What follows belongs to an exercise in optimizing a design on an open flow for small area, a short achievable clock period and few clock cycles per item; a production flow would make more cautious choices.
The RTL was checked by simulation tests, not by an equivalence proof against the original design.
Power and IR drop assume default switching activity.

==> inputs of run a <==
Design online_linear_regression_fit, start of the top module:
module online_linear_regression_fit (
  input  logic                             clk,
  input  logic                             rst_n,
  input  logic                             in_valid,
  output logic                             in_ready,
  input  logic [olr_pkg::X_BITS-1:0]       in_x_coord,
  input  logic signed [olr_pkg::Y_W-1:0]   in_y_value,
  output logic                             out_valid,
  input  logic                             out_ready,
  output logic signed [olr_pkg::RES_W-1:0] out_slope_value,
  output logic signed [olr_pkg::RES_W-1:0] out_offset_value,
  output logic                             out_fit_valid,
  output logic [olr_pkg::COUNT_BITS-1:0]   out_points_seen,
  output logic                             out_point_dropped
);
  logic [SLOT_W-1:0] slot_c;
  logic              adv;
  logic              last;
  logic              dv;
  logic              out_full_n;
  olr_ctrl u_ctrl (
    .clk       (clk),
    .rst_n     (rst_n),
    .out_full_n(out_full_n),
    .dv        (dv),
    .slot_c    (slot_c),
    .last      (last),
    .adv       (adv)
  );
  olr_dp u_dp (
    .clk           (clk),
    .rst_n         (rst_n),
    .slot_c        (slot_c),
    .last          (last),
    .adv           (adv),
    .dv            (dv),
    .out_full_n    (out_full_n),
    .in_valid      (in_valid),
    .in_ready      (in_ready),
    .x_coord       (in_x_coord),
    .y_value       (in_y_value),
    .out_valid     (out_valid),
    .out_ready     (out_ready),
    .slope_value   (out_slope_value),
    .offset_value  (out_offset_value),
    .fit_valid     (out_fit_valid),
    .points_seen   (out_points_seen),
    .point_dropped (out_point_dropped)
  );
endmodule
==> flow/config.mk <==
export PLATFORM = sky130hd
export DESIGN_NAME = online_linear_regression_fit
export DESIGN_NICKNAME = online_linear_regression_fit
export VERILOG_FILES = /design/flow/design.v
export SDC_FILE = /design/flow/constraint.sdc
export NUM_CORES = 4
export LEC_CHECK = 0
export CAP_MARGIN = 20
export CORE_MARGIN = 2
export CORE_UTILIZATION = 40
export SETUP_SLACK_MARGIN = 4.5
export SLEW_MARGIN = 20
==> flow/constraint.sdc <==
create_clock -name core_clock -period 9.0 [get_ports {clk}]
set_input_delay 1.8000 -clock core_clock [delete_from_list [all_inputs] [get_ports {clk}]]
set_output_delay 1.8000 -clock core_clock [all_outputs]
set_load 0.01 [all_outputs]
run.sh (not shown) runs the stock make flow with config.mk's settings and CLKGATE_MAP_FILE= SYNTH_SCRIPT=/design/flow/synth_recipe.tcl, a recipe that flattens the netlist after the stock synthesis.
==> run b: changes against run a <==
--- a/flow/design.v
+++ b/flow/design.v
@@ -138,49 +138,50 @@
   assign no_r = {no_hi, no_lo};
   logic                        xv_r;
   logic [2:0]                  xc_r;
   logic [X_BITS-1:0]           x_r;
   logic signed [Y_W-1:0]       y_r;
   logic [1:0]                  xd_r;     
   logic [COUNT_BITS+9:0]       pn_r;     
-  logic signed [A_W+9:0]      pa_r;     
-  logic signed [B_W+10:0]     pnb_r;    
-  logic signed [B_W+10:0]     pxy_r;    
+  logic [SX_W+9:0]             psx_r;    
+  logic signed [SY_W+9:0]      psy_r;    
+  logic signed [Y_W+9:0]       pxy_r;    
   logic [2*X_BITS-1:0]         pxx_r;    
   logic xstep, xdone, xfer, drop, accept;
   logic [2:0] xc_nx;
   assign xc_nx  = xc_r + 3'd1;
   assign accept = in_valid && !xv_r;
   assign xstep  = xv_r && (xc_r != 3'd5);
   assign xdone  = xv_r && (xc_r == 3'd5);
   assign xfer   = adv && xdone;
   assign drop   = n_r == {COUNT_BITS{1'b1}};
   logic [COUNT_BITS+1:0] pn_t;
-  logic [A_W+1:0]        pa_t;
-  logic [B_W+2:0]        pnb_t, pxy_t;
+  logic [SX_W+1:0]       psx_t;
+  logic [SY_W+1:0]       psy_t;
+  logic [Y_W+1:0]        pxy_t;
   logic [X_BITS+1:0]     pxx_t;
   olr_add3 #(.W(COUNT_BITS+2)) u_pn (
     .a    ((COUNT_BITS+2)'(pn_r[COUNT_BITS+9:10])),
     .b    (xd_r[0] ? (COUNT_BITS+2)'(n_r) : '0),
     .c    (xd_r[1] ? (COUNT_BITS+2)'(n_r) << 1 : '0),
     .cin0 (1'b0), .cin1 (1'b0), .s (pn_t));
-  olr_add3 #(.W(A_W+2)) u_pa (
-    .a    ((A_W+2)'($signed(pa_r[A_W+9:10]))),
-    .b    (~(xd_r[0] ? (A_W+2)'(sx_r) : '0)),
-    .c    (~(xd_r[1] ? (A_W+2)'(sx_r) << 1 : '0)),
-    .cin0 (1'b1), .cin1 (1'b1), .s (pa_t));
-  olr_add3 #(.W(B_W+3)) u_pnb (
-    .a    ((B_W+3)'($signed(pnb_r[B_W+10:10]))),
-    .b    (~(xd_r[0] ? (B_W+3)'(sy_r) : '0)),
-    .c    (~(xd_r[1] ? (B_W+3)'(sy_r) << 1 : '0)),
-    .cin0 (1'b1), .cin1 (1'b1), .s (pnb_t));
-  olr_add3 #(.W(B_W+3)) u_pxy (
-    .a    ((B_W+3)'($signed(pxy_r[B_W+10:10]))),
-    .b    (xd_r[0] ? (B_W+3)'(y_r) : '0),
-    .c    (xd_r[1] ? (B_W+3)'(y_r) << 1 : '0),
+  olr_add3 #(.W(SX_W+2)) u_psx (
+    .a    ((SX_W+2)'(psx_r[SX_W+9:10])),
+    .b    (xd_r[0] ? (SX_W+2)'(sx_r) : '0),
+    .c    (xd_r[1] ? (SX_W+2)'(sx_r) << 1 : '0),
+    .cin0 (1'b0), .cin1 (1'b0), .s (psx_t));
+  olr_add3 #(.W(SY_W+2)) u_psy (
+    .a    ((SY_W+2)'($signed(psy_r[SY_W+9:10]))),
+    .b    (xd_r[0] ? (SY_W+2)'(sy_r) : '0),
+    .c    (xd_r[1] ? (SY_W+2)'(sy_r) << 1 : '0),
+    .cin0 (1'b0), .cin1 (1'b0), .s (psy_t));
+  olr_add3 #(.W(Y_W+2)) u_pxy (
+    .a    ((Y_W+2)'($signed(pxy_r[Y_W+9:10]))),
+    .b    (xd_r[0] ? (Y_W+2)'(y_r) : '0),
+    .c    (xd_r[1] ? (Y_W+2)'(y_r) << 1 : '0),
     .cin0 (1'b0), .cin1 (1'b0), .s (pxy_t));
   olr_add3 #(.W(X_BITS+2)) u_pxx (
     .a    ((X_BITS+2)'(pxx_r[2*X_BITS-1:10])),
     .b    (xd_r[0] ? (X_BITS+2)'(x_r) : '0),
     .c    (xd_r[1] ? (X_BITS+2)'(x_r) << 1 : '0),
     .cin0 (1'b0), .cin1 (1'b0), .s (pxx_t));
   logic rdy_r;
@@ -200,53 +201,53 @@
   always_ff @(posedge clk) begin
     if (accept) begin
       x_r   <= x_coord;
       y_r   <= y_value;
       xc_r  <= 3'd0;
       xd_r  <= x_coord[1:0];
       pn_r  <= '0;
-      pa_r  <= {(A_W)'(sxx_r), 10'd0};
-      pnb_r <= {(B_W+1)'(sxy_r), 10'd0};
-      pxy_r <= {(B_W+1)'(sxy_r), 10'd0};
+      psx_r <= '0;
+      psy_r <= '0;
+      pxy_r <= '0;
       pxx_r <= '0;
     end else if (xstep) begin
       xc_r  <= xc_nx;
       xd_r  <= (xc_r == 3'd4) ? 2'b00 : x_r[2*xc_nx +: 2];
       pn_r  <= {pn_t, pn_r[9:2]};
-      pa_r  <= {pa_t, pa_r[9:2]};
-      pnb_r <= {pnb_t, pnb_r[9:2]};
+      psx_r <= {psx_t, psx_r[9:2]};
+      psy_r <= {psy_t, psy_r[9:2]};
       pxy_r <= {pxy_t, pxy_r[9:2]};
       pxx_r <= {pxx_t, pxx_r[9:2]};
     end
   end
   logic signed [U_W-1:0] u_nx;
   logic signed [A_W-1:0] a_nx;
   logic signed [B_W-1:0] b_nx;
   assign u_nx = $signed({1'b0, pn_r}) - $signed({1'b0, sx_r});
-  assign a_nx = pa_r[A_W-1:0];
-  assign b_nx = pnb_r[B_W-1:0];      
+  assign a_nx = $signed({1'b0, sxx_r}) - $signed({1'b0, psx_r});
+  assign b_nx = B_W'(psy_r) - B_W'(sxy_r);
   always_ff @(posedge clk) begin
     if (!rst_n) begin
       n_r   <= '0;
       sx_r  <= '0;
       sy_r  <= '0;
       sxx_r <= '0;
       sxy_r <= '0;
     end else if (xfer && !drop) begin
       n_r   <= n_r + 1'b1;
       sx_r  <= sx_r + SX_W'(x_r);
       sy_r  <= sy_r + SY_W'(y_r);
       sxx_r <= sxx_r + SXX_W'(pxx_r);
-      sxy_r <= pxy_r[SXY_W-1:0];
+      sxy_r <= sxy_r + SXY_W'(pxy_r);
     end
   end
   logic                      yv_r;
   logic signed [U_W-1:0]     u_r;
   logic signed [A_W-1:0]     a_r;
-  logic signed [B_W-1:0]     b_r;       
+  logic signed [B_W-1:0]     b_r;
   logic [Y_W-1:0]            yy_r;      
   logic [11:0]               yx_r;      
   logic signed [U_W:0]       accu_r;    
   logic signed [A_W:0]       acca_r;    
   logic signed [B_W:0]       accxb_r;   
   logic signed [U_W:0]       accxu_r;   
   logic [1:0]                cd_r, cn_r, co_r;
@@ -288,36 +289,33 @@
   endfunction
   function automatic logic [B_W+4:0] pph_b(input logic [2:0] d, input logic signed [B_W-1:0] m);
     logic [B_W+4:0] v;
     v = (d[1] ? (B_W+5)'(m) : '0) | (d[0] ? (B_W+5)'(m) << 1 : '0);
     v = v ^ {(B_W+5){d[2]}};
     pph_b = {v[B_W+2:0], d[2], d[2]};
   endfunction
-  logic [2:0] xdl_nb, xdh_nb;
-  assign xdl_nb = {!xdl_r[2], xdl_r[1:0]};
-  assign xdh_nb = {!xdh_r[2], xdh_r[1:0]};
   logic [U_W+4:0] tu, txu;
   logic [A_W+4:0] ta;
   logic [B_W+4:0] txb;
   olr_add3 #(.W(U_W+5)) u_tu (
     .a ((U_W+5)'(accu_r)), .b (ppl_u(ydl_r, u_r)), .c (pph_u(ydh_r, u_r)),
     .cin0 (ydl_r[2]), .cin1 (ydh_r[2]), .s (tu));
   olr_add3 #(.W(U_W+5)) u_txu (
     .a ((U_W+5)'(accxu_r)), .b (ppl_u(xdl_r, u_r)), .c (pph_u(xdh_r, u_r)),
     .cin0 (xdl_r[2]), .cin1 (xdh_r[2]), .s (txu));
   olr_add3 #(.W(A_W+5)) u_ta (
     .a ((A_W+5)'(acca_r)), .b (ppl_a(ydl_r, a_r)), .c (pph_a(ydh_r, a_r)),
     .cin0 (ydl_r[2]), .cin1 (ydh_r[2]), .s (ta));
   olr_add3 #(.W(B_W+5)) u_txb (
-    .a ((B_W+5)'(accxb_r)), .b (ppl_b(xdl_nb, b_r)), .c (pph_b(xdh_nb, b_r)),
-    .cin0 (xdl_nb[2]), .cin1 (xdh_nb[2]), .s (txb));
+    .a ((B_W+5)'(accxb_r)), .b (ppl_b(xdl_r, b_r)), .c (pph_b(xdh_r, b_r)),
+    .cin0 (xdl_r[2]), .cin1 (xdh_r[2]), .s (txb));
   logic [5:0] sd, sn, so;
   logic [3:0] a_bits, nb_bits;
   assign a_bits  = a_r[4*slot_c[2:0] +: 4];
-  assign nb_bits = b_r[4*slot_c[2:0] +: 4];
+  assign nb_bits = ~b_r[4*slot_c[2:0] +: 4];
   assign sd = 6'(d_lo[3:0]) + 6'(txu[3:0]) + 6'(a_bits) + 6'(cd_r);
   assign sn = 6'(ns_lo[3:0]) + 6'(tu[3:0]) + 6'(nb_bits) + 6'(cn_r);
   assign so = 6'(no_lo[3:0]) + 6'(ta[3:0]) + 6'(txb[3:0]) + 6'(co_r);
   always_ff @(posedge clk) begin
     if (xfer) begin
       u_r     <= drop ? '0 : u_nx;
       a_r     <= drop ? '0 : a_nx;
@@ -330,15 +328,15 @@
       xdh_r   <= drop ? '0 : booth(x_r[3], x_r[2], x_r[1]);
       drop_y  <= drop;
       accu_r  <= '0;
       acca_r  <= '0;
       accxb_r <= '0;
       accxu_r <= '0;
       cd_r    <= 2'd0;
-      cn_r    <= 2'd0;
+      cn_r    <= 2'd1;
       co_r    <= 2'd0;
     end else if (ystep) begin
       accu_r  <= (U_W+1)'($signed(tu) >>> 4);
       acca_r  <= (A_W+1)'($signed(ta) >>> 4);
       accxu_r <= (U_W+1)'($signed(txu) >>> 4);
       accxb_r <= (B_W+1)'($signed(txb) >>> 4);
       yy_r    <= {4'b0000, yy_r[Y_W-1:4]};
@@ -365,15 +363,15 @@
   logic [DH-1:0] dh_n;
   logic [SH-1:0] sh_n;
   logic [OH-1:0] oh_n;
   olr_add3 #(.W(DH)) u_dh (
     .a (d_hi), .b (DH'(accxu_r)), .c ({DH{a_r[A_W-1]}}),
     .cin0 (|cd_r), .cin1 (cd_r[1]), .s (dh_n));
   olr_add3 #(.W(SH)) u_sh (
-    .a (ns_hi), .b (SH'(accu_r)), .c (SH'($signed(b_r[B_W-1:32]))),
+    .a (ns_hi), .b (SH'(accu_r)), .c (SH'($signed(~b_r[B_W-1:32]))),
     .cin0 (|cn_r), .cin1 (cn_r[1]), .s (sh_n));
   olr_add3 #(.W(OH)) u_oh (
     .a (no_hi), .b (OH'(acca_r)), .c (OH'(accxb_r)),
     .cin0 (|co_r), .cin1 (co_r[1]), .s (oh_n));
   always_ff @(posedge clk) begin
     if (!rst_n) begin
       d_hi  <= '0;
Settings changed: SETUP_SLACK_MARGIN 4.5 to 3.
==> qor summary <==
Mapped Nets: run b 18.6k; run a 18.2k
Power dissipated in sequential cells: run b 7830 uW; run a 8300 uW
Number of placed instances with taps included: run b 20.9k; run a 20.6k
Global Route met3 Usage: run b 3.15%; run a 3.57%
Number of clock sinks seen by CTS: run b 1457; run a 1502
Count of placed standard cells in the final layout, fillers left out: run b 21.3k; run a 21.2k
Synth Area in XOR/XNOR: run b 9.69%; run a 9.05%
Outcome: run b no timing/DRC/antenna violations; run a no timing/DRC/antenna violations
Switching share of power: run b 33.8%; run a 36.1%
Path length in cells of the critical path: run b 16; run a 20
Required arrival time at the worst endpoint: run b 9.55 ns; run a 9.74 ns
Syn Area/Cell: run b 8.38 sq um; run a 8.48 sq um
Reg-to-reg setup timing slack: run b 3.29 ns; run a 4.32 ns
Site Rows: run b 217; run a 216
Average routed wire per standard cell: run b 22.4 um; run a 23.9 um
Core area: run b 0.350 sq mm; run a 0.346 sq mm
Nonclk inv count: run b 937; run a 1009
Starting density of the core: run b 40.3%; run a 40.2%
Sum of buffers and inverters on the critical path: run b 1; run a 6
WL met3: run b 28200 um; run a 33300 um
Power dissipated in the clock network: run b 7730 uW; run a 8120 uW
Testbench counts of run a, summed over its fixed seeds: cycles 9,332, items 1,024.
Testbench counts of run b, summed over its fixed seeds: cycles 9,332, items 1,024.

==> re-timing with driven ports <==
No port has a modelled driver above. Below, the same layouts with a new extraction and two added sets of constraints. Step 1 (the two cells are an assumption about what drives the block):
set clk [get_ports {clk}]
set_driving_cell -lib_cell sky130_fd_sc_hd__clkbuf_16 $clk
set_driving_cell -lib_cell sky130_fd_sc_hd__buf_2 [delete_from_list [all_inputs] $clk]
Step 2 times the ports against the registers' clock, not the clock port: input delays grow and output delays shrink by t, the midpoint of the rising clock arrivals with the driver on. Slacks: ideal ports / drivers / drivers and shift; pairs: ideal ports / drivers.
run	t, ns	setup WS [ns]	worst setup path after step 2	latest minus earliest clock arrival (ns)
run a	1.008	4.321 / 4.321 / 3.787	input to register	0.080 / 0.080
run b	0.968	3.294 / 3.294 / 3.294	register to register	0.080 / 0.080
After both steps every run listed still meets setup and hold. The setup slack of run a, which loses most, moves by 0.000 ns with the drivers and by -0.534 ns with both steps.
